What follows belongs to an exercise in optimizing a design on an open flow for small area and a short achievable clock period; a production flow would make more cautious choices. Where RTL was checked, it was by simulation tests only, not by an equivalence proof against the original. Power is estimated from default activity; no workload was simulated.

==> flow/design.v (excerpt) <==
module button_press_classifier_queue_unit (
   input  logic        clock,
   input  logic        reset,
   input  logic        req_valid,
   output logic        req_stall,
   input  logic [40:0] req_payload_bits,
   output logic        rsp_valid,
   input  logic        rsp_stall,
   output logic [13:0] rsp_payload_bits,
   input  logic        csr_valid,
   output logic        csr_ready,
   input  logic [1:0]  csr_index,
   input  logic [15:0] csr_wdata
);
For scale: ~2500 cells after synthesis, about 410 flip-flops.
make LEC_CHECK=0 ABC_CLOCK_PERIOD_IN_PS=4500 CAP_MARGIN=20 CORE_MARGIN=2 CORE_UTILIZATION=40 CTS_BUF_LIST=sky130_fd_sc_hd__clkbuf_8 CTS_CLUSTER_DIAMETER=50 CTS_CLUSTER_SIZE=16 SETUP_SLACK_MARGIN=5 SLEW_MARGIN=20 finish   # period 10.5 ns
run.sh (not shown) runs the stock make flow with config.mk's settings and CLKGATE_MAP_FILE= SYNTH_SCRIPT=/design/flow/synth_recipe.tcl, a recipe that flattens the netlist after the stock synthesis.
Rerun with:
Settings changed: CTS_BUF_LIST sky130_fd_sc_hd__clkbuf_8 to unset, CTS_CLUSTER_DIAMETER 50 to unset, CTS_CLUSTER_SIZE 16 to unset.
Result: The new run finished clean. Maximum frequency barely changes. Core utilization is higher by 0.57 points. Non-clock buffer count is lower by 10. Routed wire length barely changes. Worst setup slack barely changes. Count of clock-buffer cells in the layout rose by 7. Hold slack loses 6.1 ps. Area after synthesis does not change. Clock power climbs by a quarter to a third. Sequential power hardly moves.
Rerun with:
==> flow/flow/run.sh (new file) <==
#!/bin/bash
# Own layout flow: the standard ORFS layout (standard.sh, unchanged
# synthesis) with two layout knobs changed on make's command line:
#  - the setup repair margin, so that repair_timing works towards the
#    period the design can reach rather than stopping 5 ns short of 10.5 ns;
#  - the port buffer cell, a plain buffer instead of the delay buffer that
#    buffer_ports picks by default. Every port is still buffered.
# The full make output goes to run_flow.log in the work folder; ORFS's own
# per-step logs stay under orfs/logs.
set -euo pipefail
MARGIN=${OWN_SETUP_MARGIN:-6.0}
bash standard.sh \
  "SETUP_SLACK_MARGIN=${MARGIN}" \
  "BUFFER_PORTS_ARGS=-buffer_cell sky130_fd_sc_hd__buf_2" \
  finish > run_flow.log 2>&1
==> flow/standard.sh (new file) <==
#!/bin/bash
# synth_recipe.tcl (not shown) runs the flow's synth.tcl, then flattens the netlist and writes it again
# the make line also repeats each setting of config.mk as NAME=value (left out here)
make -C /OpenROAD-flow-scripts/flow DESIGN_CONFIG=/design/flow/config.mk WORK_HOME=/design/flow/orfs CLKGATE_MAP_FILE= SYNTH_SCRIPT=/design/flow/synth_recipe.tcl "${@:-finish}"
removed: flow/run.sh
After rerunning: The changed run ran to the end with no violations. Design area is higher by 1.5%. Setup slack gains 280 ps. Maximum frequency goes up by about 5.5%. Sequential share of layout area falls by 0.50 points. Total power hardly moves.

Another version of the RTL of button_press_classifier_queue_unit (not shown whole).
Size in the first run: roughly 2700 cells after synthesis, about 81 I/O pins, roughly 0.024 mm^2 of cells after synthesis.
==> flow/config.mk <==
export PLATFORM = sky130hd
export DESIGN_NAME = button_press_classifier_queue_unit
export DESIGN_NICKNAME = button_press_classifier_queue_unit
export VERILOG_FILES = /design/flow/design.v
export SDC_FILE = /design/flow/constraint.sdc
export NUM_CORES = 4
export LEC_CHECK = 0
export CAP_MARGIN = 20
export CORE_MARGIN = 2
export CORE_UTILIZATION = 40
export SLEW_MARGIN = 20
export SYNTH_HIERARCHICAL = 1
==> flow/constraint.sdc <==
create_clock -name core_clock -period 10.5 [get_ports {clock}]
set_input_delay 2.1000 -clock core_clock [delete_from_list [all_inputs] [get_ports {clock}]]
set_output_delay 2.1000 -clock core_clock [all_outputs]
set_load 0.01 [all_outputs]
standard.sh (not shown) runs the stock make flow with config.mk's settings and CLKGATE_MAP_FILE= SYNTH_SCRIPT=/design/flow/synth_recipe.tcl, a recipe that flattens the netlist after the stock synthesis.
==> flow/flow/run.sh <==
#!/bin/bash
# Own layout flow: the standard ORFS layout (standard.sh, with its
# unchanged synthesis), with these layout knobs changed on make's command
# line:
#  - the setup repair margin, so that repair_timing works towards the
#    period the design can reach rather than stopping 5 ns short of 10.5 ns;
#  - the port buffer cell: a plain buffer instead of the delay buffer that
#    buffer_ports picks by default. Every port is still buffered;
#  - clock tree synthesis: clkbuf_8 buffers in larger sink clusters and no
#    dummy loads. The clock still reaches every register through buffers.
# The full make output goes to run_flow.log in the work folder; ORFS's own
# per-step logs stay under orfs/logs.
set -euo pipefail
MARGIN=${OWN_SETUP_MARGIN:-6.0}
CTS="-sink_clustering_enable -repair_clock_nets -dont_use_dummy_load"
CTS="$CTS -buf_list sky130_fd_sc_hd__clkbuf_8"
CTS="$CTS -sink_clustering_size 16 -sink_clustering_max_diameter 50"
bash standard.sh \
  "SETUP_SLACK_MARGIN=${MARGIN}" \
  "BUFFER_PORTS_ARGS=-buffer_cell sky130_fd_sc_hd__buf_2" \
  "CTS_ARGS=${CTS}" \
  finish > run_flow.log 2>&1
Edit:
- SYNTH_HIERARCHICAL: 1 -> default
What happened: The changed run finished clean. Power came out lower by a few percent. Final cell count came out lower by a few percent. Worst setup slack gets worse by 99 ps. Combinational power came out lower by a quarter to a third.
Function was not checked in any run of this note: the RTL went through the layout flow alone.

button_press_classifier_queue_unit, a different RTL version from the one above (not shown whole).
Size: ~3000 cells after synthesis, roughly 410 flip-flops, about 81 I/O pins, ~26000 um^2 of cells after synthesis.
clock: 10.5 ns
lec_check: 0
abc_clock_period_in_ps: 4500
cap_margin: 20
core_margin: 2
core_utilization: 40
setup_slack_margin: 5
slew_margin: 20
run.sh (not shown) runs the stock make flow with config.mk's settings and CLKGATE_MAP_FILE= SYNTH_SCRIPT=/design/flow/synth_recipe.tcl, a recipe that flattens the netlist after the stock synthesis.
Stock flow here: none of the scripts above is used.
Edit:
- ABC_CLOCK_PERIOD_IN_PS: 4500 -> not set
- SETUP_SLACK_MARGIN: 5 -> not set
The changed run completed with no timing, DRC or antenna violations.
Clock skew is about the same.
Die area does not change.
Cell area fell slightly.
Via count hardly moves.
Final cell count drops slightly.
Wire length falls slightly.
Synthesized cell count stays the same.
Combinational power drops by a few percent.
Global-route usage went down by 0.27 points.
Non-clock buffer count decreases by 24.
Function was not checked in any run of this note: the RTL went through the layout flow alone.

-- re-timing with driven ports --
How much do the figures lean on ideal ports? The routed layouts below were timed once more, with nothing changed but the port constraints.
Step 1, drivers: a clkbuf_16 drives clock and a buf_2 each remaining input, both assumed.
Step 2 times the ports against the registers' clock, not the clock port: input delays grow and output delays shrink by t, the midpoint of the rising clock arrivals with the driver on.
Three values: ideal ports, drivers, drivers and shift; two values: the first two.
run | t, ns | setup WS [ns] | hold slack, ns | clock arrival spread, ns | worst register clock-pin slew, ns
the first run of note 1 | 0.724 | 5.068 / 5.041 / 4.409 | 0.464 / 0.464 / 0.464 | 0.035 / 0.035 | 0.10 / 0.10
the second run of note 1 | 0.637 | 5.069 / 5.040 / 4.565 | 0.458 / 0.458 / 0.458 | 0.018 / 0.017 | 0.07 / 0.07
the third run of note 1 | 0.655 | 5.352 / 5.372 / 4.717 | 0.460 / 0.460 / 0.460 | 0.039 / 0.039 | 0.06 / 0.06
the first run of note 2 | 0.669 | 6.006 / 5.960 / 5.680 | 0.457 / 0.457 / 0.457 | 0.119 / 0.120 | 0.10 / 0.10
the second run of note 2 | 0.676 | 5.907 / 5.928 / 5.251 | 0.461 / 0.461 / 0.461 | 0.104 / 0.105 | 0.10 / 0.10
the first run of note 3 | 0.659 | 4.870 / 4.877 / 4.217 | 0.456 / 0.456 / 0.456 | 0.033 / 0.033 | 0.07 / 0.07
the second run of note 3 | 0.671 | 3.840 / 3.870 / 3.199 | 0.456 / 0.456 / 0.456 | 0.032 / 0.033 | 0.06 / 0.06
After both steps setup and hold are still met in every run listed. For the first run of note 1, which loses most, drivers alone change the setup slack by -0.027 ns; drivers and shift together by -0.659 ns.
